Context: an optimization exercise on an open-source flow, tuned for small area, a short achievable clock period and few clock cycles per item. The choices shown serve that exercise and are no tape-out recipe.
Only the layout flow was run in this run; the RTL was not checked for function there.
Power is estimated from default activity; no workload was simulated.

**flow/config.mk**
```make
export PLATFORM = sky130hd
export DESIGN_NAME = pcie_app
export DESIGN_NICKNAME = pcie_app
export VERILOG_FILES = /design/flow/design.v
export SDC_FILE = /design/flow/constraint.sdc
export NUM_CORES = 4
export LEC_CHECK = 0
export ABC_CLOCK_PERIOD_IN_PS = 3000
export CAP_MARGIN = 20
export CORE_MARGIN = 2
export CORE_UTILIZATION = 40
export SETUP_SLACK_MARGIN = 4.0
export SLEW_MARGIN = 20
```
**flow/constraint.sdc**
```tcl
create_clock -name core_clock -period 7.0 [get_ports {clk_i}]
set_input_delay 1.4000 -clock core_clock [delete_from_list [all_inputs] [get_ports {clk_i}]]
set_output_delay 1.4000 -clock core_clock [all_outputs]
set_load 0.01 [all_outputs]
```
**flow/design.v**
```verilog
`timescale 1ns/100ps
package pcie_app_pkg;
  localparam int NUM_STRM   = 4;
  localparam int DATA_W     = 64;
  localparam int REG_ADDR_W = 10;
  localparam int BUF_DEPTH  = 16;
  localparam logic [REG_ADDR_W-1:0] REG_CTRL     = 10'd0;
  localparam logic [REG_ADDR_W-1:0] REG_STATUS   = 10'd1;
  localparam logic [REG_ADDR_W-1:0] REG_SRC_BASE = 10'd8;
  localparam logic [REG_ADDR_W-1:0] REG_LEN_BASE = 10'd9;
endpackage
`timescale 1ns/100ps
module pcie_reg_file (
  input  logic                                   clk_i,
  input  logic                                   rst_i,
  input  logic                                   reg_wr_i,
  input  logic                                   reg_rd_i,
  input  logic [pcie_app_pkg::REG_ADDR_W-1:0]    reg_addr_i,
  input  logic [31:0]                            reg_wdata_i,
  output logic [31:0]                            reg_rdata_o,
  output logic                                   reg_rd_ack_o,
  output logic [pcie_app_pkg::NUM_STRM-1:0]      strm_en_o,
  output logic [pcie_app_pkg::NUM_STRM*29-1:0]   src_o,
  output logic [pcie_app_pkg::NUM_STRM*29-1:0]   len_o,
  input  logic [pcie_app_pkg::NUM_STRM-1:0]      strm_done_i
);
  localparam int NUM_STRM   = pcie_app_pkg::NUM_STRM;
  localparam int REG_ADDR_W = pcie_app_pkg::REG_ADDR_W;
  localparam logic [REG_ADDR_W-1:0] REG_CTRL     = pcie_app_pkg::REG_CTRL;
  localparam logic [REG_ADDR_W-1:0] REG_STATUS   = pcie_app_pkg::REG_STATUS;
  localparam logic [REG_ADDR_W-1:0] REG_SRC_BASE = pcie_app_pkg::REG_SRC_BASE;
  localparam logic [REG_ADDR_W-1:0] REG_LEN_BASE = pcie_app_pkg::REG_LEN_BASE;
  logic [NUM_STRM-1:0] ctrl_q;
  logic [NUM_STRM-1:0] ctrl_nxt;
  logic [NUM_STRM-1:0] status_q;
  logic [NUM_STRM-1:0] status_nxt;
  logic [28:0]         src_q [NUM_STRM];
  logic [28:0]         len_q [NUM_STRM];
  logic [31:0]         rd_mux;
  logic [31:0]         rdata_q;
  logic                rd_ack_q;
  always_comb
  begin
    ctrl_nxt   = ctrl_q;
    status_nxt = status_q;
    if (reg_wr_i && reg_addr_i == REG_CTRL)
      ctrl_nxt = reg_wdata_i[NUM_STRM-1:0];
    if (reg_wr_i && reg_addr_i == REG_STATUS)
      status_nxt = status_q & ~reg_wdata_i[NUM_STRM-1:0];
    ctrl_nxt   = ctrl_nxt & ~strm_done_i;
    status_nxt = status_nxt | strm_done_i;
  end
  always_ff @(posedge clk_i)
  begin
    if (rst_i)
    begin
      ctrl_q   <= '0;
      status_q <= '0;
    end
    else
    begin
      ctrl_q   <= ctrl_nxt;
      status_q <= status_nxt;
    end
  end
  always_ff @(posedge clk_i)
  begin
    if (reg_wr_i)
    begin
      for (int n = 0; n < NUM_STRM; n++)
      begin
        if (reg_addr_i == REG_ADDR_W'(REG_SRC_BASE + 2 * n))
          src_q[n] <= reg_wdata_i[31:3];
        if (reg_addr_i == REG_ADDR_W'(REG_LEN_BASE + 2 * n))
          len_q[n] <= reg_wdata_i[31:3];
      end
    end
  end
  always_comb
  begin
    case (reg_addr_i)
      REG_CTRL:   rd_mux = 32'(ctrl_q);
      REG_STATUS: rd_mux = 32'(status_q);
      default:    rd_mux = '0;
    endcase
    for (int n = 0; n < NUM_STRM; n++)
    begin
      if (reg_addr_i == REG_ADDR_W'(REG_SRC_BASE + 2 * n))
        rd_mux = {src_q[n], 3'b000};
      if (reg_addr_i == REG_ADDR_W'(REG_LEN_BASE + 2 * n))
        rd_mux = {len_q[n], 3'b000};
    end
  end
  always_ff @(posedge clk_i)
  begin
    rdata_q <= rd_mux;
  end
  always_ff @(posedge clk_i)
  begin
    if (rst_i)
      rd_ack_q <= 1'b0;
    else
      rd_ack_q <= reg_rd_i;
  end
  assign reg_rdata_o  = rdata_q;
  assign reg_rd_ack_o = rd_ack_q;
  assign strm_en_o    = ctrl_q;
  for (genvar n = 0; n < NUM_STRM; n++)
  begin : gen_cfg
    assign src_o[n*29 +: 29] = src_q[n];
    assign len_o[n*29 +: 29] = len_q[n];
  end
endmodule
`timescale 1ns/100ps
module user_pcie_stream_gen (
  input  logic                                   clk_i,
  input  logic                                   rst_i,
  input  logic                                   taken_i,
  input  logic [1:0]                             taken_strm_i,
  input  logic [4:0]                             taken_words_i,
  output logic                                   ready_o,
  output logic [pcie_app_pkg::NUM_STRM-1:0]      strm_busy_o,
  input  logic                                   cpl_valid_i,
  input  logic [7:0]                             cpl_tag_i,
  input  logic [pcie_app_pkg::DATA_W-1:0]        cpl_data_i,
  output logic [pcie_app_pkg::NUM_STRM-1:0]      strm_valid_o,
  input  logic [pcie_app_pkg::NUM_STRM-1:0]      strm_ack_i,
  output logic [pcie_app_pkg::NUM_STRM*pcie_app_pkg::DATA_W-1:0] strm_data_o
);
  localparam int NS     = pcie_app_pkg::NUM_STRM;
  localparam int DEPTH  = pcie_app_pkg::BUF_DEPTH;
  localparam int DATA_W = pcie_app_pkg::DATA_W;
  logic [1:0]        own_q;      
  logic [4:0]        pend_q;     
  logic [4:0]        wp_q;
  logic [4:0]        rp_q;
  logic [DATA_W-1:0] mem_q [DEPTH];
  logic [NS-1:0]     hv_q;       
  logic [DATA_W-1:0] head_q;
  logic              push;
  logic              fifo_any;
  logic              head_free;
  logic              from_fifo;
  logic              to_fifo;
  logic [4:0]        pend_nxt;
  logic [4:0]        cnt_nxt;
  assign push      = cpl_valid_i;
  assign fifo_any  = (wp_q != rp_q);
  assign head_free = ((hv_q & strm_ack_i) != '0) || (hv_q == '0);
  assign from_fifo = head_free && fifo_any;
  assign to_fifo   = push && !(head_free && !fifo_any);
  assign pend_nxt = taken_i ? taken_words_i : pend_q - 5'(push);
  assign cnt_nxt  = wp_q - rp_q + 5'(to_fifo) - 5'(from_fifo);
  assign ready_o  = (pend_nxt == '0) && (cnt_nxt == '0);
  always_ff @(posedge clk_i)
  begin
    if (rst_i)
    begin
      pend_q <= '0;
      wp_q   <= '0;
      rp_q   <= '0;
      hv_q   <= '0;
    end
    else
    begin
      pend_q <= pend_nxt;
      if (to_fifo)
        wp_q <= wp_q + 1'b1;
      if (from_fifo)
        rp_q <= rp_q + 1'b1;
      if (head_free)
      begin
        if (fifo_any || push)
          hv_q <= NS'(1) << own_q;
        else
          hv_q <= '0;
      end
    end
  end
  always_ff @(posedge clk_i)
  begin
    if (taken_i)
      own_q <= taken_strm_i;
  end
  always_ff @(posedge clk_i)
  begin
    if (head_free)
      head_q <= fifo_any ? mem_q[rp_q[3:0]] : cpl_data_i;
  end
  always_ff @(posedge clk_i)
  begin
    for (int w = 0; w < DEPTH; w++)
      if (to_fifo && wp_q[3:0] == 4'(w))
        mem_q[w] <= cpl_data_i;
  end
  always_comb
  begin
    for (int n = 0; n < NS; n++)
    begin
      strm_busy_o[n] = hv_q[n] || ((pend_q != '0 || fifo_any) && own_q == 2'(n));
      strm_data_o[n*DATA_W +: DATA_W] = head_q;
    end
  end
  assign strm_valid_o = hv_q;
endmodule
`timescale 1ns/100ps
module user_dma_req_arbiter (
  input  logic                                  clk_i,
  input  logic                                  rst_i,
  input  logic [pcie_app_pkg::NUM_STRM-1:0]     strm_en_i,
  input  logic [pcie_app_pkg::NUM_STRM*29-1:0]  src_i,
  input  logic [pcie_app_pkg::NUM_STRM*29-1:0]  len_i,
  output logic [pcie_app_pkg::NUM_STRM-1:0]     strm_done_o,
  input  logic                                  buf_ready_i,
  input  logic [pcie_app_pkg::NUM_STRM-1:0]     buf_strm_busy_i,
  output logic                                  taken_o,
  output logic [1:0]                            taken_strm_o,
  output logic [4:0]                            taken_words_o,
  output logic [51:0]                           rd_req_o,
  output logic                                  rd_req_valid_o,
  input  logic                                  rd_req_ack_i
);
  localparam int NS = pcie_app_pkg::NUM_STRM;
  logic [NS-1:0] issued_q;        
  logic [NS-1:0] cand;
  logic [1:0]    pick;
  logic          cont_q;          
  logic          prep_q;          
  logic          vld_q;           
  logic          taken;
  logic          free;
  logic          load;
  logic          start;
  logic [1:0]    req_strm_q;
  logic [28:0]   req_addr_q;
  logic [4:0]    req_words_q;
  logic [28:0]   rem_q;           
  logic [28:0]   new_len;
  logic [28:0]   new_rem;
  logic [28:0]   nxt_addr;
  logic [28:0]   nxt_rem;
  logic [4:0]    nxt_words;
  logic          nxt_last;
  always_comb
  begin
    cand = strm_en_i & ~issued_q;
    pick = 2'd0;
    for (int n = NS - 1; n >= 0; n--)
      if (cand[n])
        pick = 2'(n);
    for (int n = 0; n < NS; n++)
      strm_done_o[n] = strm_en_i[n] && issued_q[n] && !buf_strm_busy_i[n] &&
                       !((prep_q || vld_q) && req_strm_q == 2'(n));
  end
  assign taken = vld_q && rd_req_ack_i;
  assign free  = !(prep_q || vld_q) || taken;
  assign start = !cont_q && (cand != '0);
  assign new_len = len_i[pick*29 +: 29];
  assign new_rem = {new_len[28:4] - 25'd1, new_len[3:0]};
  always_comb
  begin
    if (cont_q)
    begin
      nxt_addr = req_addr_q + 29'd16;
      nxt_last = (rem_q <= 29'd16);
      nxt_words = nxt_last ? rem_q[4:0] : 5'd16;
      nxt_rem  = {rem_q[28:4] - 25'd1, rem_q[3:0]};
    end
    else
    begin
      nxt_addr = src_i[pick*29 +: 29];
      nxt_last = (new_len <= 29'd16);
      nxt_words = nxt_last ? new_len[4:0] : 5'd16;
      nxt_rem  = new_rem;
    end
  end
  assign load = free && (cont_q || (start && nxt_words != '0));
  always_ff @(posedge clk_i)
  begin
    if (rst_i)
    begin
      prep_q <= 1'b0;
      vld_q  <= 1'b0;
      cont_q <= 1'b0;
    end
    else
    begin
      if (taken)
        vld_q <= 1'b0;
      if (prep_q && buf_ready_i)
      begin
        prep_q <= 1'b0;
        vld_q  <= 1'b1;
      end
      if (load)
      begin
        cont_q <= !nxt_last;
        if (!(prep_q || vld_q) && buf_ready_i)
          vld_q  <= 1'b1;
        else
          prep_q <= 1'b1;
      end
    end
  end
  always_ff @(posedge clk_i)
  begin
    if (load)
    begin
      if (!cont_q)
        req_strm_q <= pick;
      req_addr_q  <= nxt_addr;
      req_words_q <= nxt_words;
      rem_q       <= nxt_rem;
    end
  end
  always_ff @(posedge clk_i)
  begin
    for (int n = 0; n < NS; n++)
    begin
      if (rst_i || !strm_en_i[n])
        issued_q[n] <= 1'b0;
      else if (free && !cont_q && start && pick == 2'(n) && nxt_last)
        issued_q[n] <= 1'b1;
      else if (load && cont_q && req_strm_q == 2'(n) && nxt_last)
        issued_q[n] <= 1'b1;
    end
  end
  assign taken_o       = taken;
  assign taken_strm_o  = req_strm_q;
  assign taken_words_o = req_words_q;
  assign rd_req_valid_o = vld_q;
  assign rd_req_o       = {req_addr_q, 3'b000, 4'b0000, req_words_q, 3'b000, 6'b000001, req_strm_q};
endmodule
`timescale 1ns/100ps
module pcie_app (
  input  logic          clk_i,
  input  logic          rst_i,
  input  logic          reg_wr_i,
  input  logic          reg_rd_i,
  input  logic [9:0]    reg_addr_i,
  input  logic [31:0]   reg_wdata_i,
  output logic [31:0]   reg_rdata_o,
  output logic          reg_rd_ack_o,
  output logic [51:0]   rd_req_o,
  output logic          rd_req_valid_o,
  input  logic          rd_req_ack_i,
  input  logic          cpl_valid_i,
  input  logic [7:0]    cpl_tag_i,
  input  logic [63:0]   cpl_data_i,
  output logic [3:0]    strm_valid_o,
  input  logic [3:0]    strm_ack_i,
  output logic [255:0]  strm_data_o
);
  localparam int NS = pcie_app_pkg::NUM_STRM;
  logic [NS-1:0]    strm_en;
  logic [NS*29-1:0] src;
  logic [NS*29-1:0] len;
  logic [NS-1:0]    strm_done;
  logic             taken;
  logic [1:0]       taken_strm;
  logic [4:0]       taken_words;
  logic             buf_ready;
  logic [NS-1:0]    buf_strm_busy;
  pcie_reg_file reg_file_i (
    .clk_i        (clk_i),
    .rst_i        (rst_i),
    .reg_wr_i     (reg_wr_i),
    .reg_rd_i     (reg_rd_i),
    .reg_addr_i   (reg_addr_i),
    .reg_wdata_i  (reg_wdata_i),
    .reg_rdata_o  (reg_rdata_o),
    .reg_rd_ack_o (reg_rd_ack_o),
    .strm_en_o    (strm_en),
    .src_o        (src),
    .len_o        (len),
    .strm_done_i  (strm_done)
  );
  user_dma_req_arbiter dra_i (
    .clk_i           (clk_i),
    .rst_i           (rst_i),
    .strm_en_i       (strm_en),
    .src_i           (src),
    .len_i           (len),
    .strm_done_o     (strm_done),
    .buf_ready_i     (buf_ready),
    .buf_strm_busy_i (buf_strm_busy),
    .taken_o         (taken),
    .taken_strm_o    (taken_strm),
    .taken_words_o   (taken_words),
    .rd_req_o        (rd_req_o),
    .rd_req_valid_o  (rd_req_valid_o),
    .rd_req_ack_i    (rd_req_ack_i)
  );
  user_pcie_stream_gen psg_i (
    .clk_i          (clk_i),
    .rst_i          (rst_i),
    .taken_i        (taken),
    .taken_strm_i   (taken_strm),
    .taken_words_i  (taken_words),
    .ready_o        (buf_ready),
    .strm_busy_o    (buf_strm_busy),
    .cpl_valid_i    (cpl_valid_i),
    .cpl_tag_i      (cpl_tag_i),
    .cpl_data_i     (cpl_data_i),
    .strm_valid_o   (strm_valid_o),
    .strm_ack_i     (strm_ack_i),
    .strm_data_o    (strm_data_o)
  );
endmodule
```
**flow/run.sh**
```bash
#!/bin/bash
# synth_recipe.tcl (not shown) runs the flow's synth.tcl, then flattens the netlist and writes it again
# the make line also repeats each setting of config.mk as NAME=value (left out here)
make -C /OpenROAD-flow-scripts/flow DESIGN_CONFIG=/design/flow/config.mk WORK_HOME=/design/flow/orfs CLKGATE_MAP_FILE= SYNTH_SCRIPT=/design/flow/synth_recipe.tcl finish
```
==> results.cfg <==
[outcome]
outcome = finished clean

[clocking]
cts_tree = yes
clkSlewWorstSetupHoldPaths_ns = 0.06
cts_max_level = 4
cts_made_buffers = 151
cts_root_buf = clkbuf_16
cts_sinks = 1454
clockBufferDepth = 3
clkLatencyLatePin_ns = 0.80

[global_routing]
grt-ovfl-total = 0
grt_pass1_wl_mm = 251
grt_usage = 0.237
antenna_found_initial = 20
grt_max_degree = 71
grt_pass1_vias = 35200

[route]
wire_per_inst_microns = 29.4
vias = 36800
dr.pass1.iters = 10
via_per_inst = 5.97
drc = 0
first_iter_violations = 4785
routed_wl_mm = 181
ant_nets = 0

[synth]
synthesis.area_sq_um = 57100
yosysWarnings = 6
ys.flop_type = edfxtp_1
syn_avg_cell_area_sq_um = 15.7
yosys.area.top_type = edfxtp_1
synth_edf_count = 1387
ys_seq_elements = 1454
syn_inst = 3645
synthTopCellsByArea = edfxtp_1 73%, a22oi_1 4.6%, buf_4 2.7%, dfxtp_1 2.3%, nand2_1 1.5%
ys_seq_area_frac = 0.753
ys_types = 75
netlist.area_leader.share = 0.729
synthArstFlopShare = 0

[floorplan]
initial_core_util = 0.403
ios = 470
die-area_sq_um = 146000
die_w_microns = 382
die_h_microns = 382
coreArea_sq_um = 142000
rows = 138

[critical_path]
arrival_ns = 4.80
worstSetupPathType = in2reg
crit_chain = clkdlybuf4s15_1 -> a22oi_2 -> buf_12 -> a21oi_4 -> inv_2 -> fa_2 -> fa_1 -> ha_4 -> fa_2 -> or4_4 -> nor3_2 -> nand4_1 -> nor2_1 -> a21oi_1 -> o31ai_2 -> a221oi_2
reg2reg_depth = 16
cpMostUsedCell = fa_2
r2r_start = psg_i.hv_q[2]$_SDFFE_PP0P_
crit_family = adder cells
crit_slowest_cell = fa_1
crit_path_start_kind = primary input
cp_data_required_time_ns = 7.64
crit_fanout = 3
end_kind = flop
cpPeakStageDelay_ns = 0.59
crit_cells = 16
worstSetupStartpoint = strm_ack_i[0]
critical_path_buf_inv_count = 3

[cells_and_area]
fin_nets = 4292
fin_cells = 6157
area_growth_pct = 23.7
drive_gt1_frac = 0.183
mostFrequentLayoutCells = 1387 x edfxtp_1, 347 x a22oi_1, 229 x dlygate4sd2_1
final_common_cell = edfxtp_1
num-fill-cells = 11900

[sta]
fmax_ghz = 0.240
finalSetupViolCount = 0
fin_tns_setup_ns = 0
finalMaxSlewViolations = 0
rsz0062_at_grt = yes
fin_crit_sh = 0.595
hold_viol = 0
layout_min_cycle_time_ns = 4.16
fin_skew_ns = 0.0495
slew_headroom = 0.290
worst_pin_slew_ns = 1.06

[placed_design]
port-buffer-count = 445
routabilityCongestion = 0.814
dp.cells = 5661
dp_hpwl_mm = 89.1

[worst_hold_path]
min_from = reg_file_i.src_q[0][18]$_DFFE_PP_
hold_class = reg2reg
whs_path_depth = 2

[power_and_ir_drop]
pwr_density_cell_nw_per_um2 = 322
p_leak_nw = 23.8
finalPower_mw = 22.7
ir_worst_vdd_uv = 446

[run]
drv_cap = 0
[flip-flops by register name, summed over array words and instances (netlist names), 29 cells and up]
register	count
dra_i.rem_q	29
dra_i.req_addr_q	29
psg_i.head_q	64
psg_i.mem_q	1024
reg_file_i.len_q	116
reg_file_i.rdata_q	32
reg_file_i.src_q	116
[area by class of cell]
class,count,area [sq um],share of cell area
Tap cell,1890,2360,0.0335
Antenna cell,8,20.0,0.000283
Clock buffer,196,4030,0.0570
Multi-Input combinational cell,1785,13200,0.186
Inverter,29,111,0.00158
Timing Repair Buffer,722,7040,0.0996
Clock inverter,73,875,0.0124
Sequential cell,1454,43000,0.609
[report_power, final]
group          internal (mW)  leakage (nW)  switching, mW  total, mW
clock                   4.52          2.38           3.44       7.95
sequential              10.1          13.1          0.258       10.4
combinational           1.71          8.30           2.69       4.39
[synth_stat cells (38+ instances only)]
library cell and instances:
a21oi_1 143, a221oi_1 79, a222oi_1 54, a22o_1 62
a22oi_1 350, buf_1 54, buf_4 209, clkbuf_1 141
dfxtp_1 67, edfxtp_1 1387, mux2i_1 65, nand2_1 222
nand3_1 78, nand4_1 88, nor2_1 94, nor3_1 38
o21ai_0 88, o22ai_1 97, xnor2_1 40, xor2_1 41
[per-layer routing]
layer | track usage | vias to the layer above | share of wire
met5 | 0 | - | 0.00061
met1 | 0.326 | 18800 | 0.39
met3 | 0.0480 | 324 | 0.10
met4 | 0.0727 | 16 | 0.026
met2 | 0.379 | 2192 | 0.47
li1 | - | 15500 | -
[tightest hold or removal path, delay by kind of cell, from the launching register on]
kind | cells | cell delay (ns)
AO/OA/AOI/OAI | 1 | 0.06
flip-flops | 1 | 0.34
AND/OR/NAND/NOR | 1 | 0.06
[path summary, 6_finish.rpt]
| check | endpoint | slack (ns) |
|---|---|---|
| setup reg to reg | dra_i.prep_q$_SDFF_PP0_ | 2.86 |
| setup / recovery | dra_i.prep_q$_SDFF_PP0_ | 2.84 |
| hold / removal | reg_file_i.rdata_q[21]$_DFF_P_ | 0.49 |
| hold reg to reg | reg_file_i.rdata_q[21]$_DFF_P_ | 0.49 |
[through the flow]
step / worst slack, ns / hold WS (ns) / cell area (sq um) / utilization
after floorplan: 2.09 / 0.449 / 57300 / -
after CTS: 2.91 / 0.492 / 69500 / 0.491
after global placement: 1.07 / 0.471 / 62600 / 0.442
after global routing: 2.74 / 0.517 / 70600 / 0.499
final: 2.84 / 0.492 / 70700 / 0.499
after detailed placement: 1.03 / 0.467 / 62600 / 0.442
[kinds of logic after synthesis]
kind of cell	synth area share
DFF	0.753
AOI/OAI and AO/OA	0.119
and+or+nand+nor	0.0549
buffers and inverters	0.0431
xor gates and xnor gates	0.0124
muxes	0.0116
adders and majority gates	0.00587
other	0.000132
[what timing repair did]
item                                     CTS  global route
gates cloned                              21            13
pin swaps                                 66            64
gates resized for setup                  732           187
hold buffers                               0             0
endpoints found under the setup margin  1766           800
hold endpoints to repair                   0             0
setup buffers                            130            55

[afterwards: timing with drivers on the ports]
In the flow no input, the clock included, has a driving cell. The finished layout below was timed again as built, in two steps. Step 1 (the two cells are an assumption about what drives the block):
set clk [get_ports {clk_i}]
set_driving_cell -lib_cell sky130_fd_sc_hd__clkbuf_16 $clk
set_driving_cell -lib_cell sky130_fd_sc_hd__buf_2 [delete_from_list [all_inputs] $clk]
Step 2 moves the port delays by t, midway between the first and last clock arrival at a register: inputs arrive t later, outputs are due t later. That takes back most of the time a late clock gives input paths. Slacks: ideal ports / drivers / drivers and shift; pairs: ideal ports / drivers.
t (ns): 0.866
setup slack, ns: 2.838 / 2.865 / 2.031
worst setup path after step 2: input to register
After both steps setup and hold are still met in this run. For this run, drivers alone change the setup slack by +0.027 ns; drivers and shift together by -0.807 ns.
